What follows belongs to an exercise in optimizing a design on an open flow for small area, a short achievable clock period and few clock cycles per item; a production flow would make more cautious choices. Only simulation tests tie the RTL to the original design; equivalence was not proved. Power is estimated from default activity; no workload was simulated.

<file path="flow/run.sh">
#!/bin/bash
# synth_recipe.tcl (not shown) runs the flow's synth.tcl, then flattens the netlist and writes it again
# the make line also repeats each setting of config.mk as NAME=value (left out here)
make -C /OpenROAD-flow-scripts/flow DESIGN_CONFIG=/design/flow/config.mk WORK_HOME=/design/flow/orfs CLKGATE_MAP_FILE= SYNTH_SCRIPT=/design/flow/synth_recipe.tcl finish
</file>
<file path="flow/config.mk">
export PLATFORM = sky130hd
export DESIGN_NAME = fec_frame_receiver
export DESIGN_NICKNAME = fec_frame_receiver
export VERILOG_FILES = /design/flow/design.v
export SDC_FILE = /design/flow/constraint.sdc
export NUM_CORES = 4
export LEC_CHECK = 0
export CAP_MARGIN = 20
export CORE_MARGIN = 2
export CORE_UTILIZATION = 40
export SLEW_MARGIN = 20
</file>
<file path="flow/constraint.sdc">
create_clock -name core_clock -period 14.0 [get_ports {clk}]
set_input_delay 2.8000 -clock core_clock [delete_from_list [all_inputs] [get_ports {clk}]]
set_output_delay 2.8000 -clock core_clock [all_outputs]
set_load 0.01 [all_outputs]
</file>
<file path="flow/design.v">
package fec_rx_pkg;
  localparam int unsigned NSTATES          = 8;
  localparam logic [15:0] CRC_POLY         = 16'h8005;
  localparam logic [15:0] CRC_INIT         = 16'hFFFF;
  localparam int unsigned DATA_W_DEFAULT   = 32;
  localparam int unsigned METRIC_W_DEFAULT = 8;
  function automatic logic [15:0] crc16_step(input logic [15:0] crc, input logic d);
    crc16_step = {crc[14:0], 1'b0} ^ ((crc[15] ^ d) ? 16'h8005 : 16'h0000);   
  endfunction
endpackage
module viterbi_acs (
  input  logic [7:0][3:0] metric_i,
  input  logic [1:0]      pair_i,
  output logic [7:0][3:0] metric_o,
  output logic [7:0]      decision_o
);
  for (genvar g = 0; g < 8; g++) begin : g_acs
    localparam logic [2:0] Ns = 3'(g);
    localparam logic [2:0] P0 = {1'b0, Ns[2:1]};
    localparam logic [2:0] P1 = {1'b1, Ns[2:1]};
    localparam logic       O1 = Ns[2] ^ Ns[0];
    localparam logic       O0 = Ns[2] ^ Ns[1] ^ Ns[0];
    logic [1:0] bm0, bm1;
    logic [3:0] cand0, cand1;
    assign bm0   = {1'b0, pair_i[1] ^ O1} + {1'b0, pair_i[0] ^ O0};
    assign bm1   = 2'd2 - bm0;
    assign cand0 = metric_i[P0] + {2'b00, bm0};
    assign cand1 = metric_i[P1] + {2'b00, bm1};
    assign decision_o[g] = (cand1 < cand0);
    assign metric_o[g]   = decision_o[g] ? cand1 : cand0;
  end
endmodule
import fec_rx_pkg::*;
module fec_frame_receiver #(
  parameter int unsigned DATA_W   = DATA_W_DEFAULT,
  parameter int unsigned METRIC_W = METRIC_W_DEFAULT
) (
  input  logic                clk,
  input  logic                rst_n,
  input  logic                in_valid,
  input  logic                in_data,
  output logic                in_ready,
  output logic                out_valid,
  output logic [DATA_W-1:0]   out_data,
  output logic                crc_ok,
  output logic [METRIC_W-1:0] err_metric
);
  localparam int unsigned N  = DATA_W + 16;   
  localparam int unsigned PW = N - 3;         
  logic           rdy_q;
  logic           phase_q, go_q;
  logic [1:0]     rx_q;
  logic [5:0]     step_q;
  logic           fin_q, ld_q;
  logic [2:0]     rt_q;
  logic [3:0]     cnt_q;
  logic           ov_q;
  logic [7:0][3:0]    metric_q, metric_in, metric_new;
  logic [7:0]         decision;
  logic [3:0]         base_q;
  logic [7:0][PW-1:0] path_q;
  logic [2:0]         best_q;
  logic [7:0]         err_q;
  logic [N-1:0]       out_q;
  logic [15:0]        crc_q, crc_nx;
  logic               crc_ok_q;
  wire accept = in_valid & rdy_q;
  wire first  = (step_q == 6'd0);
  wire last   = (step_q == 6'(N - 1));
  wire norm   = metric_q[0][3] & metric_q[1][3] & metric_q[2][3] & metric_q[3][3] &
                metric_q[4][3] & metric_q[5][3] & metric_q[6][3] & metric_q[7][3];
  always_comb begin
    for (int s = 0; s < 8; s++) begin
      if (first)     metric_in[s] = (s == 0) ? 4'd0 : 4'd8;
      else if (norm) metric_in[s] = {1'b0, metric_q[s][2:0]};
      else           metric_in[s] = metric_q[s];
    end
  end
  viterbi_acs u_acs (
    .metric_i  (metric_in),
    .pair_i    (rx_q),
    .metric_o  (metric_new),
    .decision_o(decision)
  );
  logic [2:0] best;
  logic [3:0] best_m;
  always_comb begin
    best   = 3'd0;
    best_m = metric_q[0];
    for (int s = 1; s < 8; s++) begin
      if (metric_q[s] < best_m) begin
        best_m = metric_q[s];
        best   = 3'(s);
      end
    end
  end
  always_ff @(posedge clk) begin
    if (!rst_n) begin
      rdy_q   <= 1'b0;
      phase_q <= 1'b0;
      go_q    <= 1'b0;
      step_q  <= '0;
      fin_q   <= 1'b0;
      rt_q    <= '0;
      ld_q    <= 1'b0;
      cnt_q   <= '0;
      ov_q    <= 1'b0;
    end else begin
      rdy_q <= 1'b1;
      if (accept) phase_q <= ~phase_q;
      go_q <= accept & phase_q;
      if (go_q) step_q <= last ? 6'd0 : step_q + 6'd1;
      fin_q <= go_q & last;
      rt_q  <= {fin_q, rt_q[2:1]};
      ld_q  <= rt_q[0];
      if (ld_q) cnt_q <= 4'd12;
      else if (cnt_q != 4'd0) cnt_q <= cnt_q - 4'd1;
      ov_q <= (cnt_q == 4'd1);
    end
  end
  always_ff @(posedge clk) begin
    if (accept) rx_q <= {rx_q[0], in_data};
    if (go_q) begin
      metric_q <= metric_new;
      base_q   <= first ? 4'd0 : base_q + {3'd0, norm};
    end
    if (fin_q) begin
      best_q <= best;
      err_q  <= {1'b0, base_q, 3'd0} + {4'd0, best_m};
    end
  end
  wire       path_en = (go_q & (step_q >= 6'd3)) | (|rt_q);
  wire       route   = |rt_q;
  wire       rbit    = (rt_q[2] & best_q[2]) | (rt_q[1] & best_q[1]) | (rt_q[0] & best_q[0]);
  for (genvar g = 0; g < 8; g++) begin : g_path
    localparam logic [2:0] Ns = 3'(g);
    logic          sel;
    logic [PW-1:0] pred;
    assign sel  = route ? rbit : decision[g];
    assign pred = path_q[{sel, Ns[2:1]}];
    always_ff @(posedge clk) begin
      if (path_en) path_q[g] <= {pred[PW-2:0], route ? pred[PW-1] : sel};
    end
  end
  wire [PW-1:0] win = {path_q[0][2:0], path_q[0][PW-1:3]};   
  always_comb begin
    crc_nx = crc_q;
    for (int i = 0; i < 4; i++) crc_nx = fec_rx_pkg::crc16_step(crc_nx, out_q[N-1-i]);
  end
  always_ff @(posedge clk) begin
    if (ld_q) begin
      out_q <= {win, best_q};
      crc_q <= CRC_INIT;
    end else begin
      out_q <= {out_q[N-5:0], out_q[N-1 -: 4]};
      crc_q <= crc_nx;
    end
    crc_ok_q <= (crc_nx == 16'd0);
  end
  assign in_ready   = rdy_q;
  assign out_valid  = ov_q;
  assign out_data   = out_q[N-1 -: DATA_W];
  assign crc_ok     = crc_ok_q;
  assign err_metric = err_q;
endmodule
</file>
==> summary.txt <==
- Max VDD drop: 94.3 uV
- Leakage: 0.00937 uW
- Non-Filler Instances: 2436
- Area of the multi-input gates: 0.00881 sq mm
- Setup repair after global routing missed its margin: false
- Cell count after synthesis: 1586
- # DRC: 0
- CTS sink cnt: 493
- Initial antenna violation count: 1
- Synth Net Count: 1701
- CP Class: reg -> reg
- Synth cell types: 64
- Routability Congestion: 0.852
- Row count: 88
- Final setup skew: 0.0179 ns
- Final critical-path required period: 8.95 ns
- Worst path max stage delay: 0.48 ns
- CP Data Arrival Time: 9.28 ns
- Die Area: 0.0604 sq mm
- Core area: 0.0577 sq mm
- Post-cts resize count: 0
- TritonCTS buffer count: 51
- Slew Limit Fails: 0
- Most Crowded Layer GR: met2
- Largest net degree at the start of global routing: 83
- Layout area overhead: 12.5%
- Met2 usage: 25.6%
- Routed WL per cell: 19.0 microns
- Total global routing overflow: 0
- PortBufs: 46
- Hold slack: 0.441 ns
- Clk Tree Root Cell: clkbuf_16
- Initial Utilization: 40.5%
- Top cell family by delay on the critical path: compound AO/OA/AOI/OAI gates
- TritonRoute pass-1 iters: 5
- Setup crit end kind: flop
- Avg Vias per Cell: 5.12
- Fillers: 5135
- Cell Area, Placed: 0.0247 sq mm
- N_diodes: 0
- Least-Margin Pin Slew: 1.02 ns
- Post-synth top flop: edfxtp_1
- First-pass GRT wire length: 73.0 mm
- Drt first-iter violations: 753
- Post-synth top area share: 52.5%
- Synth area leaders: edfxtp_1 53%, mux2_2 20%, dfxtp_1 7.2%
- EDFF count, synth: 409
- DP HPWL: 28.8 mm
- Core Util, Final: 45.6%
- Status: timing/DRC/antenna clean
- Ys async rst share: 0%
- Post-CTS Setup Inserts: 0
- M1 GR Usage: 21.0%
- Worst-path fanout max: 6
- Register Area: 0.0140 sq mm
- CTS max path bufs: 3
- Slowest CP cell: edfxtp_1
- Req. time, crit path: 14.32 ns
- Vias in the first global route: 12.9k
- Layout Nets: 1744
- Via count: 12.5k
- Synth area leader: edfxtp_1
- Max-cap check violation count: 0
- Detail Route Antenna Nets: 0
- Setup TNS: 0 ns
- Placed cells: 2341
- Clock Latency Late Sink: 0.59 ns
- Commonest non-fill, non-tap cell in the layout: mux2_2
- TritonCTS clock tree: done
- Final Cell Area: 0.0263 sq mm
- Die Wd: 246 microns
- Pwr Density: 127 mW/mm^2
- CTS H-tree depth: 2
- Setup Viol. Count Final: 0
- Hold_buf cts: 0
- Met3 Use GR: 2.27%
- Most frequent cell on the critical path: ha_1
- Most frequent cells in the layout: 411 x mux2_2, 409 x edfxtp_1, 95 x ha_1
- Chip Height: 246 microns
- Slew margin rel.: 31.8%
- Post-synthesis sequential element count: 493
- Launching element type of the critical path: flop
- Mapped cell area: 0.0234 sq mm
- Avg Cell Area, Syn: 14.7 sq um
- Final wirelength: 46.3 mm
- Layout cells sized above 1: 32.8%
- Fmax: 112 MHz
- Synth warnings: 1
- CP Buf/Inv Count: 3
- HP Class: reg -> reg
- Fin crit share: 64.0%
- Sequential-to-total area share from yosys stat: 59.7%
- Clk slew on worst S/H paths: 0.06 ns
- I/O Pins: 47
- Final Hold Fails: 0
- GRT Util Overall: 15.4%
## power by group
| part | switching [uW] | internal, uW |
|---|---|---|
| Combinational | 176 | 178 |
| Sequential | 21.7 | 1630 |
| Clock | 564 | 784 |
| Total | 762 | 2590 |
## sequential cells by signal, indices dropped and copies added, names as in the netlist
register	cells
go_q	1
crc_q	16
crc_ok_q	1
ov_q	1
fin_q	1
cnt_q	4
out_q	48
rx_q	2
best_q	3
rt_q	3
metric_q	32
phase_q	1
rdy_q	1
err_q	8
ld_q	1
path_q	360
step_q	6
base_q	4
## synth_stat cells, types with 2 or more instances
cell type / instances
mux2_4: 2
nand3_1: 8
a21oi_1: 42
and3_1: 3
buf_4: 32
buf_1: 2
a21boi_0: 8
xor2_1: 16
and2_1: 22
nor3_1: 8
xnor2_1: 38
nor2_1: 44
nand3b_1: 2
mux2_2: 411
o21ai_2: 2
o21bai_1: 9
nor4_1: 5
edfxtp_1: 409
a31oi_1: 3
clkbuf_1: 45
a211oi_1: 3
or2_2: 10
ha_1: 95
o21ai_1: 11
nand4_1: 4
o22ai_1: 3
nand2b_1: 14
inv_1: 76
fa_1: 16
dfxtp_1: 84
a21o_1: 22
mux2i_1: 7
nand2_1: 70
o31ai_1: 2
o21ai_0: 22
nor2b_1: 6
or3_1: 3
## layer usage
metal | part of all wire, % | vias to the layer above
li1 | - | 5929
met1 | 47 | 6268
met2 | 47 | 205
met3 | 3.1 | 71
met4 | 2.2 | 0
met5 | 0 | -
## logic make-up after synthesis
| family | after synthesis | synth area share [%] |
|---|---|---|
| adders and majority gates | 112 | 6.50 |
| and+or+nand+nor | 202 | 4.16 |
| buffers and inverters | 156 | 3.02 |
| AOI/OAI and AO/OA | 149 | 4.34 |
| DFF | 493 | 59.7 |
| xor gates and xnor gates | 54 | 2.02 |
| muxes | 420 | 20.2 |
## stage by stage
step	setup WS, ns	power (uW)
after floorplan	4.25	1950
after global placement	5.63	2040
after detailed placement	5.16	2040
after CTS	5.15	3400
after global routing	4.39	3490
final	5.05	3350
## area by class of cell
| class | count | share of cell area (%) |
|---|---|---|
| inverters | 77 | 1.10 |
| flip-flops and latches | 493 | 53.1 |
| clock inverters | 18 | 0.699 |
| multi-input cells | 937 | 33.5 |
| clock buffers | 77 | 5.61 |
| well taps | 765 | 3.64 |
| repair buffers | 69 | 2.41 |
## path summary, 6_finish.rpt
kind	slack [ns]	startpoint	cells after the start	to
setup / recovery	5.05	metric_q[1]	43	err_q[2]
hold / removal	0.44	crc_q[3]	1	crc_q[7]
setup reg to reg	5.05	metric_q[1]	43	err_q[2]
hold reg to reg	0.44	crc_q[3]	1	crc_q[7]
Testbench counts, summed over its fixed seeds: cycles 30,880, frames 320.

## static timing again, ports no longer ideal
The flow's constraints put no driver on any port. The routed layout listed below was extracted and timed again, unchanged, in two steps.
Step 1: set_driving_cell puts a clkbuf_16 on clk and a buf_2 on each other input, an assumption about the parent block.
Step 2 times the ports against the registers' clock, not the clock port: input delays grow and output delays shrink by t, the midpoint of the rising clock arrivals with the driver on.
a / b / c = ideal ports / drivers / drivers and shift; a / b = the first two.
t (ns): 0.635
setup slack, ns: 5.047 / 5.047 / 5.047
hold slack, ns: 0.441 / 0.441 / 0.441
worst register clock-pin slew, ns: 0.06 / 0.06
pins driven straight from the clock port: 1
After both steps setup and hold are still met in this run. For this run, drivers alone change the setup slack by 0.000 ns; drivers and shift together by 0.000 ns.
